This design comes from an exercise in tuning for a short achievable clock period and few clock cycles on the open sky130 flow, not from production work.
Only simulation tests tie the RTL to the original design; equivalence was not proved.

### run.sh
#!/bin/bash
# synth_recipe.tcl (not shown) runs the flow's synth.tcl, then flattens the netlist and writes it again
# the make line also repeats each setting of config.mk as NAME=value (left out here)
make -C /OpenROAD-flow-scripts/flow DESIGN_CONFIG=/design/flow/config.mk WORK_HOME=/design/flow/orfs CLKGATE_MAP_FILE= SYNTH_SCRIPT=/design/flow/synth_recipe.tcl finish
### config.mk
export PLATFORM = sky130hd
export DESIGN_NAME = cpu_pipeline
export DESIGN_NICKNAME = cpu_pipeline
export VERILOG_FILES = /design/flow/design.v
export SDC_FILE = /design/flow/constraint.sdc
export NUM_CORES = 4
export LEC_CHECK = 0
export CAP_MARGIN = 20
export CORE_MARGIN = 2
export CORE_UTILIZATION = 40
export SLEW_MARGIN = 20
### constraint.sdc
create_clock -name core_clock -period 6.5 [get_ports {clk}]
set_input_delay 1.3000 -clock core_clock [delete_from_list [all_inputs] [get_ports {clk}]]
set_output_delay 1.3000 -clock core_clock [all_outputs]
set_load 0.01 [all_outputs]
### design.v
package rv32i_isa_pkg;
  typedef logic [32-1:0] rv32i_word;
  typedef logic [$clog2(32)-1:0] rv32i_reg;
  typedef logic [3:0] byte_mask;   
  typedef enum logic [6:0] {
    op_lui   = 7'b0110111,
    op_load  = 7'b0000011,
    op_store = 7'b0100011,
    op_imm   = 7'b0010011,
    op_reg   = 7'b0110011
  } rv32i_opcode_e;
  typedef enum logic [2:0] {
    f3_add  = 3'b000,   
    f3_sll  = 3'b001,
    f3_slt  = 3'b010,
    f3_sltu = 3'b011,
    f3_xor  = 3'b100,
    f3_sr   = 3'b101,   
    f3_or   = 3'b110,
    f3_and  = 3'b111
  } arith_funct3_e;
  typedef enum logic [2:0] {
    mem_word = 3'b010
  } mem_width_e;
  typedef enum logic [3:0] {
    alu_add, alu_sub, alu_sll, alu_slt, alu_sltu,
    alu_xor, alu_srl, alu_sra, alu_or, alu_and
  } alu_op_e;
endpackage
package pipe_pkg;
  typedef enum logic [1:0] {wb_alu, wb_imm, wb_load} wb_sel_e;
  typedef enum logic [1:0] {fwd_none, fwd_mem, fwd_wrb} fwd_sel_e;
  typedef struct packed {
    logic      valid;
    logic [31:0] pc;
    logic [31:0] instr;
  } fetch_word_t;
  typedef struct packed {
    logic          valid;
    logic [6:0]   opcode;
    logic [4:0]   rs1;
    logic [4:0]   rs2;
    logic [4:0]   rd;
    logic          has_rd;
    logic [3:0]    alu_op;
    logic          use_imm;   
    logic [31:0] imm;
    logic          mem_read;
    logic          mem_write;
    wb_sel_e       wb_sel;
    logic [31:0] rs1_data;
    logic [31:0] rs2_data;
  } exe_ctrl_t;
  typedef struct packed {
    logic      valid;
    logic [4:0] rd;
    logic      has_rd;
    logic      mem_read;
    logic      mem_write;
    wb_sel_e   wb_sel;
    logic [31:0] alu_out;   
    logic [31:0] imm;
    logic [31:0] store_data;
  } mem_ctrl_t;
  typedef struct packed {
    logic      valid;
    logic [4:0] rd;
    logic      has_rd;
    logic [31:0] result;
  } wrb_ctrl_t;
endpackage
module fetch_stage (
  input  logic                     clk,
  input  logic                     rst,
  input  logic                     freeze,
  input  logic                     load_stall,
  input  rv32i_isa_pkg::rv32i_word instr_mem_rdata,
  output logic                     instr_read,
  output rv32i_isa_pkg::rv32i_word instr_mem_address,
  output pipe_pkg::fetch_word_t    fetch_word
);
  rv32i_isa_pkg::rv32i_word pc;
  logic      hold;   
  assign hold = freeze || load_stall;
  assign instr_mem_address = pc;   
  always_ff @(posedge clk) begin
    if (rst) begin
      pc         <= 32'h8000_0000;
      instr_read <= 1'b0;
    end else begin
      instr_read <= 1'b1;   
      if (!hold && instr_read) pc <= pc + 4;
    end
  end
  always_ff @(posedge clk) begin
    if (rst) begin
      fetch_word.valid <= 1'b0;
      fetch_word.instr <= 32'h0000_0013;
    end else if (!hold) begin
      fetch_word.valid <= instr_read;   
      fetch_word.instr <= instr_mem_rdata;
    end
    if (!hold) fetch_word.pc <= pc;
  end
endmodule
module instr_decoder (
  input  logic                     clk,
  input  logic                     rst,
  input  logic                     freeze,
  input  logic                     load_stall,
  input  pipe_pkg::fetch_word_t    fetch_word,
  input  rv32i_isa_pkg::rv32i_word rs1_data,
  input  rv32i_isa_pkg::rv32i_word rs2_data,
  output pipe_pkg::exe_ctrl_t      exe_ctrl
);
  rv32i_isa_pkg::rv32i_word     instr;
  rv32i_isa_pkg::rv32i_opcode_e opcode;
  rv32i_isa_pkg::arith_funct3_e funct3;
  logic          alt;   
  pipe_pkg::exe_ctrl_t     dec;
  assign instr  = fetch_word.instr;
  assign opcode = rv32i_isa_pkg::rv32i_opcode_e'(instr[6:0]);
  assign funct3 = rv32i_isa_pkg::arith_funct3_e'(instr[14:12]);
  assign alt    = instr[30];
  function automatic rv32i_isa_pkg::alu_op_e alu_fn(rv32i_isa_pkg::arith_funct3_e f3, logic sub, logic arith);
    case (f3)
      rv32i_isa_pkg::f3_add:  alu_fn = sub ? rv32i_isa_pkg::alu_sub : rv32i_isa_pkg::alu_add;
      rv32i_isa_pkg::f3_sll:  alu_fn = rv32i_isa_pkg::alu_sll;
      rv32i_isa_pkg::f3_slt:  alu_fn = rv32i_isa_pkg::alu_slt;
      rv32i_isa_pkg::f3_sltu: alu_fn = rv32i_isa_pkg::alu_sltu;
      rv32i_isa_pkg::f3_xor:  alu_fn = rv32i_isa_pkg::alu_xor;
      rv32i_isa_pkg::f3_sr:   alu_fn = arith ? rv32i_isa_pkg::alu_sra : rv32i_isa_pkg::alu_srl;
      rv32i_isa_pkg::f3_or:   alu_fn = rv32i_isa_pkg::alu_or;
      default: alu_fn = rv32i_isa_pkg::alu_and;
    endcase
  endfunction
  always_comb begin
    dec          = '0;
    dec.valid    = fetch_word.valid;
    dec.opcode   = opcode;
    dec.rs1      = instr[19:15];
    dec.rs2      = instr[24:20];
    dec.rd       = instr[11:7];
    dec.alu_op   = rv32i_isa_pkg::alu_add;   
    dec.imm      = rv32i_isa_pkg::rv32i_word'(signed'(instr[31:20]));   
    dec.wb_sel   = pipe_pkg::wb_alu;
    dec.rs1_data = rs1_data;
    dec.rs2_data = rs2_data;
    case (opcode)
      rv32i_isa_pkg::op_imm: begin
        dec.has_rd  = 1'b1;
        dec.use_imm = 1'b1;
        dec.alu_op  = alu_fn(funct3, 1'b0, alt);   
      end
      rv32i_isa_pkg::op_reg: begin
        dec.has_rd = 1'b1;
        dec.alu_op = alu_fn(funct3, alt, alt);
      end
      rv32i_isa_pkg::op_lui: begin
        dec.has_rd = 1'b1;
        dec.imm    = {instr[31:12], 12'b0};   
        dec.wb_sel = pipe_pkg::wb_imm;
      end
      rv32i_isa_pkg::op_load: begin
        dec.valid    = fetch_word.valid && (instr[14:12] == rv32i_isa_pkg::mem_word);
        dec.has_rd   = 1'b1;
        dec.use_imm  = 1'b1;
        dec.mem_read = 1'b1;
        dec.wb_sel   = pipe_pkg::wb_load;
      end
      rv32i_isa_pkg::op_store: begin
        dec.valid     = fetch_word.valid && (instr[14:12] == rv32i_isa_pkg::mem_word);
        dec.use_imm   = 1'b1;
        dec.mem_write = 1'b1;
        dec.imm       = rv32i_isa_pkg::rv32i_word'(signed'({instr[31:25], instr[11:7]}));   
      end
      default: dec.valid = 1'b0;   
    endcase
  end
  always_ff @(posedge clk) begin
    if (rst) exe_ctrl <= '0;
    else if (!freeze && !load_stall) exe_ctrl <= dec;
  end
endmodule
module regfile (
  input  logic                     clk,
  input  logic                     rst,
  input  rv32i_isa_pkg::rv32i_reg  rs1_addr,
  input  rv32i_isa_pkg::rv32i_reg  rs2_addr,
  input  pipe_pkg::wrb_ctrl_t      wrb_ctrl,
  input  logic                     freeze,
  output rv32i_isa_pkg::rv32i_word rs1_data,
  output rv32i_isa_pkg::rv32i_word rs2_data
);
  rv32i_isa_pkg::rv32i_word regs [1:32-1];   
  logic      wr_en;
  assign wr_en = wrb_ctrl.valid && wrb_ctrl.has_rd && (wrb_ctrl.rd != '0) && !freeze;
  always_ff @(posedge clk) begin
    if (rst) begin
      for (int i = 1; i < 32; i++) begin
        regs[i] <= '0;
      end
    end else if (wr_en) begin
      regs[wrb_ctrl.rd] <= wrb_ctrl.result;
    end
  end
  function automatic rv32i_isa_pkg::rv32i_word read_port(rv32i_isa_pkg::rv32i_reg addr);
    if (addr == '0) read_port = '0;
    else if (wr_en && (wrb_ctrl.rd == addr)) read_port = wrb_ctrl.result;   
    else read_port = regs[addr];
  endfunction
  assign rs1_data = read_port(rs1_addr);
  assign rs2_data = read_port(rs2_addr);
endmodule
module hazard_unit (
  input  pipe_pkg::exe_ctrl_t exe_ctrl,
  input  pipe_pkg::mem_ctrl_t mem_ctrl,
  input  pipe_pkg::wrb_ctrl_t wrb_ctrl,
  input  logic                instr_mem_resp,
  input  logic                data_mem_resp,
  output logic                freeze,
  output logic                load_stall,
  output pipe_pkg::fwd_sel_e  fwd_rs1,
  output pipe_pkg::fwd_sel_e  fwd_rs2
);
  logic use_rs1;       
  logic use_rs2;       
  logic mem_writes;    
  logic wrb_writes;
  logic data_access;
  assign use_rs1 = exe_ctrl.valid && (exe_ctrl.opcode != rv32i_isa_pkg::op_lui);
  assign use_rs2 = exe_ctrl.valid &&
                   ((exe_ctrl.opcode == rv32i_isa_pkg::op_reg) || (exe_ctrl.opcode == rv32i_isa_pkg::op_store));
  assign mem_writes = mem_ctrl.valid && mem_ctrl.has_rd && (mem_ctrl.rd != '0);
  assign wrb_writes = wrb_ctrl.valid && wrb_ctrl.has_rd && (wrb_ctrl.rd != '0);
  function automatic pipe_pkg::fwd_sel_e pick_src(rv32i_isa_pkg::rv32i_reg src, logic used, rv32i_isa_pkg::rv32i_reg mem_rd,
                                        logic mem_ok, rv32i_isa_pkg::rv32i_reg wrb_rd, logic wrb_ok);
    if (!used) pick_src = pipe_pkg::fwd_none;
    else if (mem_ok && (mem_rd == src)) pick_src = pipe_pkg::fwd_mem;   
    else if (wrb_ok && (wrb_rd == src)) pick_src = pipe_pkg::fwd_wrb;
    else pick_src = pipe_pkg::fwd_none;
  endfunction
  assign fwd_rs1 = pick_src(exe_ctrl.rs1, use_rs1, mem_ctrl.rd, mem_writes,
                            wrb_ctrl.rd, wrb_writes);
  assign fwd_rs2 = pick_src(exe_ctrl.rs2, use_rs2, mem_ctrl.rd, mem_writes,
                            wrb_ctrl.rd, wrb_writes);
  assign load_stall = mem_ctrl.valid && mem_ctrl.mem_read && (mem_ctrl.rd != '0) &&
                      ((use_rs1 && (exe_ctrl.rs1 == mem_ctrl.rd)) ||
                       (use_rs2 && (exe_ctrl.rs2 == mem_ctrl.rd)));
  assign data_access = mem_ctrl.valid && (mem_ctrl.mem_read || mem_ctrl.mem_write);
  assign freeze = !instr_mem_resp || (data_access && !data_mem_resp);
endmodule
module execute_stage (
  input  logic                clk,
  input  logic                rst,
  input  logic                freeze,
  input  logic                load_stall,
  input  pipe_pkg::exe_ctrl_t exe_ctrl,
  input  pipe_pkg::fwd_sel_e  fwd_rs1,
  input  pipe_pkg::fwd_sel_e  fwd_rs2,
  input  pipe_pkg::wrb_ctrl_t wrb_ctrl,
  output pipe_pkg::mem_ctrl_t mem_ctrl
);
  rv32i_isa_pkg::rv32i_word mem_result;   
  rv32i_isa_pkg::rv32i_word base_a;
  rv32i_isa_pkg::rv32i_word base_b;
  rv32i_isa_pkg::rv32i_word op_a;
  rv32i_isa_pkg::rv32i_word op_b_reg;
  rv32i_isa_pkg::rv32i_word op_b;
  rv32i_isa_pkg::rv32i_word alu_out;
  rv32i_isa_pkg::rv32i_word held_a;       
  rv32i_isa_pkg::rv32i_word held_b;
  logic      stall_q;
  pipe_pkg::mem_ctrl_t nxt;
  assign mem_result = (mem_ctrl.wb_sel == pipe_pkg::wb_imm) ? mem_ctrl.imm : mem_ctrl.alu_out;
  assign base_a = stall_q ? held_a : exe_ctrl.rs1_data;
  assign base_b = stall_q ? held_b : exe_ctrl.rs2_data;
  function automatic rv32i_isa_pkg::rv32i_word fwd_mux(pipe_pkg::fwd_sel_e sel, rv32i_isa_pkg::rv32i_word base, rv32i_isa_pkg::rv32i_word mem_v,
                                        rv32i_isa_pkg::rv32i_word wrb_v);
    case (sel)
      pipe_pkg::fwd_mem: fwd_mux = mem_v;
      pipe_pkg::fwd_wrb: fwd_mux = wrb_v;
      default: fwd_mux = base;
    endcase
  endfunction
  assign op_a     = fwd_mux(fwd_rs1, base_a, mem_result, wrb_ctrl.result);
  assign op_b_reg = fwd_mux(fwd_rs2, base_b, mem_result, wrb_ctrl.result);
  assign op_b     = exe_ctrl.use_imm ? exe_ctrl.imm : op_b_reg;
  always_comb begin
    case (exe_ctrl.alu_op)
      rv32i_isa_pkg::alu_add:  alu_out = op_a + op_b;
      rv32i_isa_pkg::alu_sub:  alu_out = op_a - op_b;
      rv32i_isa_pkg::alu_sll:  alu_out = op_a << op_b[4:0];
      rv32i_isa_pkg::alu_slt:  alu_out = rv32i_isa_pkg::rv32i_word'($signed(op_a) < $signed(op_b));
      rv32i_isa_pkg::alu_sltu: alu_out = rv32i_isa_pkg::rv32i_word'(op_a < op_b);
      rv32i_isa_pkg::alu_xor:  alu_out = op_a ^ op_b;
      rv32i_isa_pkg::alu_srl:  alu_out = op_a >> op_b[4:0];
      rv32i_isa_pkg::alu_sra:  alu_out = rv32i_isa_pkg::rv32i_word'($signed(op_a) >>> op_b[4:0]);
      rv32i_isa_pkg::alu_or:   alu_out = op_a | op_b;
      default:  alu_out = op_a & op_b;
    endcase
  end
  always_comb begin
    nxt.valid      = exe_ctrl.valid;
    nxt.rd         = exe_ctrl.rd;
    nxt.has_rd     = exe_ctrl.has_rd;
    nxt.mem_read   = exe_ctrl.mem_read;
    nxt.mem_write  = exe_ctrl.mem_write;
    nxt.wb_sel     = exe_ctrl.wb_sel;
    nxt.alu_out    = alu_out;
    nxt.imm        = exe_ctrl.imm;
    nxt.store_data = op_b_reg;   
  end
  always_ff @(posedge clk) begin
    if (rst) stall_q <= 1'b0;
    else if (!freeze) stall_q <= load_stall;
  end
  always_ff @(posedge clk) begin
    if (!freeze && load_stall) begin
      held_a <= op_a;
      held_b <= op_b_reg;
    end
  end
  always_ff @(posedge clk) begin
    if (rst) mem_ctrl <= '0;
    else if (!freeze) mem_ctrl <= load_stall ? '0 : nxt;   
  end
endmodule
module memory_stage (
  input  logic                     clk,
  input  logic                     rst,
  input  logic                     freeze,
  input  pipe_pkg::mem_ctrl_t      mem_ctrl,
  input  rv32i_isa_pkg::rv32i_word data_mem_rdata,
  output logic                     data_read,
  output logic                     data_write,
  output rv32i_isa_pkg::byte_mask  data_mbe,
  output rv32i_isa_pkg::rv32i_word data_mem_address,
  output rv32i_isa_pkg::rv32i_word data_mem_wdata,
  output pipe_pkg::wrb_ctrl_t      wrb_ctrl
);
  logic      access;
  rv32i_isa_pkg::rv32i_word result;
  assign data_read  = mem_ctrl.valid && mem_ctrl.mem_read;
  assign data_write = mem_ctrl.valid && mem_ctrl.mem_write;
  assign access     = data_read || data_write;
  assign data_mem_address = mem_ctrl.alu_out & ~rv32i_isa_pkg::rv32i_word'(3);   
  assign data_mbe         = access ? 4'b1111 : 4'b0000;           
  assign data_mem_wdata   = mem_ctrl.store_data;
  always_comb begin
    case (mem_ctrl.wb_sel)
      pipe_pkg::wb_imm:  result = mem_ctrl.imm;
      pipe_pkg::wb_load: result = data_mem_rdata;   
      default: result = mem_ctrl.alu_out;
    endcase
  end
  always_ff @(posedge clk) begin
    if (rst) begin
      wrb_ctrl.valid  <= 1'b0;
      wrb_ctrl.has_rd <= 1'b0;
    end else if (!freeze) begin
      wrb_ctrl.valid  <= mem_ctrl.valid;
      wrb_ctrl.has_rd <= mem_ctrl.has_rd;
    end
    if (!freeze) begin
      wrb_ctrl.rd     <= mem_ctrl.rd;
      wrb_ctrl.result <= result;
    end
  end
endmodule
module cpu_pipeline (
  input  logic                     clk,
  input  logic                     rst,
  input  logic                     instr_mem_resp,
  input  rv32i_isa_pkg::rv32i_word instr_mem_rdata,
  input  logic                     data_mem_resp,
  input  rv32i_isa_pkg::rv32i_word data_mem_rdata,
  output logic                     instr_read,
  output rv32i_isa_pkg::rv32i_word instr_mem_address,
  output logic                     data_read,
  output logic                     data_write,
  output rv32i_isa_pkg::byte_mask  data_mbe,
  output rv32i_isa_pkg::rv32i_word data_mem_address,
  output rv32i_isa_pkg::rv32i_word data_mem_wdata
);
  pipe_pkg::fetch_word_t fetch_word;
  pipe_pkg::exe_ctrl_t   exe_ctrl;
  pipe_pkg::mem_ctrl_t   mem_ctrl;
  pipe_pkg::wrb_ctrl_t   wrb_ctrl;
  rv32i_isa_pkg::rv32i_word   rs1_data;
  rv32i_isa_pkg::rv32i_word   rs2_data;
  logic        freeze;
  logic        load_stall;
  pipe_pkg::fwd_sel_e    fwd_rs1;
  pipe_pkg::fwd_sel_e    fwd_rs2;
  fetch_stage u_fetch (
    .clk(clk), .rst(rst), .freeze(freeze), .load_stall(load_stall),
    .instr_mem_rdata(instr_mem_rdata), .instr_read(instr_read),
    .instr_mem_address(instr_mem_address), .fetch_word(fetch_word)
  );
  instr_decoder u_decode (
    .clk(clk), .rst(rst), .freeze(freeze), .load_stall(load_stall), .fetch_word(fetch_word),
    .rs1_data(rs1_data), .rs2_data(rs2_data), .exe_ctrl(exe_ctrl)
  );
  regfile u_regfile (
    .clk(clk), .rst(rst), .rs1_addr(fetch_word.instr[19:15]),
    .rs2_addr(fetch_word.instr[24:20]), .wrb_ctrl(wrb_ctrl), .freeze(freeze),
    .rs1_data(rs1_data), .rs2_data(rs2_data)
  );
  hazard_unit u_hazard (
    .exe_ctrl(exe_ctrl), .mem_ctrl(mem_ctrl), .wrb_ctrl(wrb_ctrl),
    .instr_mem_resp(instr_mem_resp), .data_mem_resp(data_mem_resp), .freeze(freeze),
    .load_stall(load_stall), .fwd_rs1(fwd_rs1), .fwd_rs2(fwd_rs2)
  );
  execute_stage u_execute (
    .clk(clk), .rst(rst), .freeze(freeze), .load_stall(load_stall), .exe_ctrl(exe_ctrl),
    .fwd_rs1(fwd_rs1), .fwd_rs2(fwd_rs2), .wrb_ctrl(wrb_ctrl), .mem_ctrl(mem_ctrl)
  );
  memory_stage u_memory (
    .clk(clk), .rst(rst), .freeze(freeze), .mem_ctrl(mem_ctrl),
    .data_mem_rdata(data_mem_rdata), .data_read(data_read), .data_write(data_write),
    .data_mbe(data_mbe), .data_mem_address(data_mem_address),
    .data_mem_wdata(data_mem_wdata), .wrb_ctrl(wrb_ctrl)
  );
endmodule
==> flow_summary.toml <==
[run_status]
run_status = "no timing/DRC/antenna violations"

[sta]
worst_slew_slack_as_a_fraction_of_its_limit_pct = 15.6
maxSlewViolCount = 0
hold_viol_final = 0
setup_repair_after_global_routing_missed_its_margin = "no"
final.setup.tns_ps = 0
max_slew.worst_pin.slew_ps = 1260
fin_crit_period_ps = 6200
fmax_ghz = 0.161
fin_skew_ps = 43.6
final.hold.worst_slack_ps = 457
post-route-period-util_pct = 95.5
finalSetupViolations = 0

[drt]
drt_iter0_markers = 8226
drt-wirelength-per-cell_um = 33.5
detail_route.vias_per_cell = 6.33
dr_total_vias = 59671
detail_route.first_pass.iterations = 6
routed_wirelength_um = 316000
post-route-drc-count = 0
ant_nets = 0

[global_routing]
antenna_found_initial = 17
first_global_vias = 58648
grt_first_pass_wirelength_um = 446000
grt_start_max_net_pins = 180
sum_of_overflow_across_all_layers_after_global_routing = 0
grt.total_usage_pct = 30.2

[layout]
final_area_um2 = 92200
area_growth_from_synthesis_to_layout_pct = 13.3
drive_gt1_share_pct = 21.3
num-nets-final = 6793
fin_util_pct = 45.6

[worst_setup_path]
timing.critical_path.arrival_ps = 6880
endpoint_kind = "flop"
critical_path_required_ps = 7170
kind_of_start_point_of_the_critical_path = "flop"
path_class = "flop to flop"
cp_max_fo = 8

[yosys]
post_synth_inst_count = 6634
simple_gate_share_of_the_synthesized_area_pct = 13.7
synth-edff-count = 1125
yosysSeqAreaShare_pct = 49.2
post_synth_xor_area_fraction_pct = 0.689
synth.mux.area_fraction_pct = 22.0
synth_compound_area_share_pct = 8.64
synth.distinct_cells = 99
async_reset_ff_share_pct = 0
adder_cell_share_of_the_synthesized_area_pct = 1.59
synth_top_family_by_area = "multiplexers"
ys_seq_elements = 1438
ys.flop_type = "sky130_fd_sc_hd__edfxtp_1"
postSynthAreaPerCell_um2 = 12.3
synthesis.area_um2 = 81400
synthesis.yosys.warnings = 6

[cts]
holdBufCountCts = 0
clock_sink_count = 1438
cts-root-buf = "sky130_fd_sc_hd__clkbuf_16"
cts_tree = "yes"
worst_skew_pair_later_pin_latency_ps = 810
cts-root-to-sink-buffers = 3
numCtsBuffers = 157
clk_transition_reported_paths_ps = 60
post_cts.repair.setup_buffers = 0
htree_num_levels = 4

[floorplanning]
floorplan.io_pins = 171
dieWidth_um = 455
initial_core_utilization_pct = 40.3
num_rows = 165
design.core.area_um2 = 202000
dieArea_um2 = 207000
die-height_um = 455

[placed_design]
place.port_buffers = 166
dpl.hpwl_um = 212000
place_area_um2 = 86900
finalWeightedCongestion = 1.06

[hold_path]
worst_hold_path_type = "flop to flop"

[job]
number_of_violations_of_the_max_capacitance_limit = 0

[pwr]
vdd_ir_drop_max_uv = 292
power_w = 0.0229
total_power_per_unit_cell_area_nw_per_um2 = 248
total_leakage_power_nw = 32.3
[placed cells by master (no fill, tap or decap), drive strengths merged, types with 11 or more instances in the layout]
cell type,Yosys,routed
mux2i,232,232
nor3,100,100
a22oi,80,80
nand2b,24,24
dfxtp,313,313
nor2,293,293
a21o,17,17
nand2,566,566
clkbuf,505,200
nor2b,18,18
xor2,44,44
mux4,640,640
edfxtp,1125,1125
a311oi,11,11
a221oi,36,36
nand4,18,18
bufinv,0,15
a21oi,234,234
inv,103,109
nand3,93,93
mux2,99,99
clkdlybuf4s50,0,165
o221ai,14,14
conb,1,36
clkinv,2,68
buf,191,325
nor4,12,12
o211ai,47,47
o21ai,357,357
a211oi,63,63
o21bai,11,11
o22ai,86,86
ha,100,100
a31oi,20,20
and2,975,975
xnor2,20,20
[flip-flops by register name, summed over array words and instances (netlist names), named ones only]
signal and cells:
u_decode.exe_ctrl 129, u_fetch.fetch_word 33, u_execute.held_a 32, u_fetch.pc 30
u_memory.wrb_ctrl 39, u_regfile.regs 1024, u_execute.held_b 32, u_execute.mem_ctrl 107
u_execute.stall_q 1, u_fetch.instr_read 1
[routing by layer]
metal / GRT usage (%) / vias up / wire length (um)
met5: 0 / - / 71
met4: 14.5 / 10 / 17600
met3: 6.68 / 769 / 30600
met2: 46.9 / 3540 / 144000
met1: 40.1 / 30519 / 124000
li1: - / 24833 / -
[stage by stage]
stage | setup slack (ps) | instances
5_1_grt | 74.8 | 9423
2_1_floorplan | 797 | 6669
4_1_cts | 160 | 9418
3_5_place_dp | 34.5 | 9131
6_report | 296 | 9428
3_3_place_gp | 232 | 9130
[power by group]
part | switching [W] | internal [W]
Combinational | 0.00200 | 0.00121
Clock | 0.00395 | 0.00525
Sequential | 0.000288 | 0.0102
[cells by family (layout without fill, tap and decap cells)]
logic type / Yosys count / after routing
AOI/OAI and AO/OA: 1102 / 1102
xor gates and xnor gates: 64 / 64
adders and majority gates: 102 / 102
buffers and inverters: 801 / 883
DFF: 1438 / 1438
muxes: 971 / 971
other: 1 / 41
and+or+nand+nor: 2155 / 2155
[synth_stat cells (20+ instances only)]
| cell | count | share of area, % |
|---|---|---|
| sky130_fd_sc_hd__and2_1 | 975 | 7.5 |
| sky130_fd_sc_hd__buf_2 | 30 | 0.18 |
| sky130_fd_sc_hd__a221oi_1 | 34 | 0.37 |
| sky130_fd_sc_hd__nand2b_1 | 22 | 0.17 |
| sky130_fd_sc_hd__mux4_2 | 640 | 18 |
| sky130_fd_sc_hd__clkbuf_1 | 504 | 2.3 |
| sky130_fd_sc_hd__mux2i_1 | 227 | 2.8 |
| sky130_fd_sc_hd__nor3_1 | 100 | 0.62 |
| sky130_fd_sc_hd__buf_4 | 77 | 0.71 |
| sky130_fd_sc_hd__a21oi_1 | 232 | 1.4 |
| sky130_fd_sc_hd__a22oi_1 | 80 | 0.74 |
| sky130_fd_sc_hd__inv_1 | 99 | 0.46 |
| sky130_fd_sc_hd__nor2_1 | 291 | 1.3 |
| sky130_fd_sc_hd__dfxtp_1 | 313 | 7.7 |
| sky130_fd_sc_hd__mux2_2 | 99 | 1.4 |
| sky130_fd_sc_hd__a211oi_1 | 51 | 0.47 |
| sky130_fd_sc_hd__nand3_1 | 93 | 0.57 |
| sky130_fd_sc_hd__edfxtp_1 | 1125 | 42 |
| sky130_fd_sc_hd__buf_1 | 78 | 0.36 |
| sky130_fd_sc_hd__o211ai_1 | 46 | 0.42 |
| sky130_fd_sc_hd__xor2_1 | 44 | 0.47 |
| sky130_fd_sc_hd__a31oi_1 | 20 | 0.15 |
| sky130_fd_sc_hd__ha_1 | 100 | 1.5 |
| sky130_fd_sc_hd__nand2_1 | 566 | 2.6 |
| sky130_fd_sc_hd__o21ai_0 | 348 | 2.1 |
| sky130_fd_sc_hd__xnor2_1 | 20 | 0.22 |
| sky130_fd_sc_hd__o22ai_1 | 85 | 0.65 |
[final timing paths]
kind | from | to | slack (ps) | depth (start not counted)
min | u_memory.wrb_ctrl[32] | u_memory.wrb_ctrl[32] | 460 | 2
min reg2reg | u_memory.wrb_ctrl[32] | u_memory.wrb_ctrl[32] | 460 | 2
max | u_memory.wrb_ctrl[34] | u_execute.mem_ctrl[64] | 300 | 20
max reg2reg | u_memory.wrb_ctrl[34] | u_execute.mem_ctrl[64] | 300 | 20
[layout make-up]
type	count	area (um^2)
fillers	18112	110000
clock inverters	88	913
diodes	5	12.5
flip-flops and latches	1438	40100
well taps	2672	3340
clock buffers	199	4250
repair buffers	491	4510
multi-input cells	4430	38700
inverters	105	399
[worst max-delay path: stages (launching register included)]
cell and delay, ps:
sky130_fd_sc_hd__edfxtp_1 540, sky130_fd_sc_hd__xor2_1 190, sky130_fd_sc_hd__or4_1 550, sky130_fd_sc_hd__or3b_1 560, sky130_fd_sc_hd__o22ai_1 230, sky130_fd_sc_hd__a21oi_1 110
sky130_fd_sc_hd__inv_1 110, sky130_fd_sc_hd__ha_1 200, sky130_fd_sc_hd__fa_1 260, sky130_fd_sc_hd__nor2b_1 80, sky130_fd_sc_hd__o31a_1 270, sky130_fd_sc_hd__or4_1 450
sky130_fd_sc_hd__a31o_2 320, sky130_fd_sc_hd__a2111oi_2 520, sky130_fd_sc_hd__o31ai_1 170, sky130_fd_sc_hd__buf_4 190, sky130_fd_sc_hd__a211o_1 340, sky130_fd_sc_hd__a311o_1 430
sky130_fd_sc_hd__a21oi_1 210, sky130_fd_sc_hd__a2111oi_0 100, sky130_fd_sc_hd__a211oi_1 240
[what timing repair did]
action,CTS,global route
resized for setup,1,3
pin swaps,0,0
endpoints found under the setup margin,1,3
Testbench counts, summed over its fixed seeds: cycles 34,625.

==> afterwards: timing with drivers on the ports <==
How much do the figures lean on ideal ports? The routed layout below was timed once more, with nothing changed but the port constraints.
Step 1 assumes that a clkbuf_16 drives the clock port and a buf_2 every other input.
Step 2, shift: input delay + t, output delay - t, t = (earliest + latest rising clock arrival at the registers) / 2. This alone moves slack from input paths to output paths.
Slacks: no drivers / after step 1 / after step 2; pairs: no drivers / after step 1.
shift t [ns]: 0.882
slack for setup (ns): 0.296 / 0.296 / 0.296
latest minus earliest clock arrival (ns): 0.046 / 0.046
cell pins on the clock port's net: 1
After both steps setup and hold are still met in this run. The setup slack of this run moves by 0.000 ns with the drivers and by 0.000 ns with both steps.
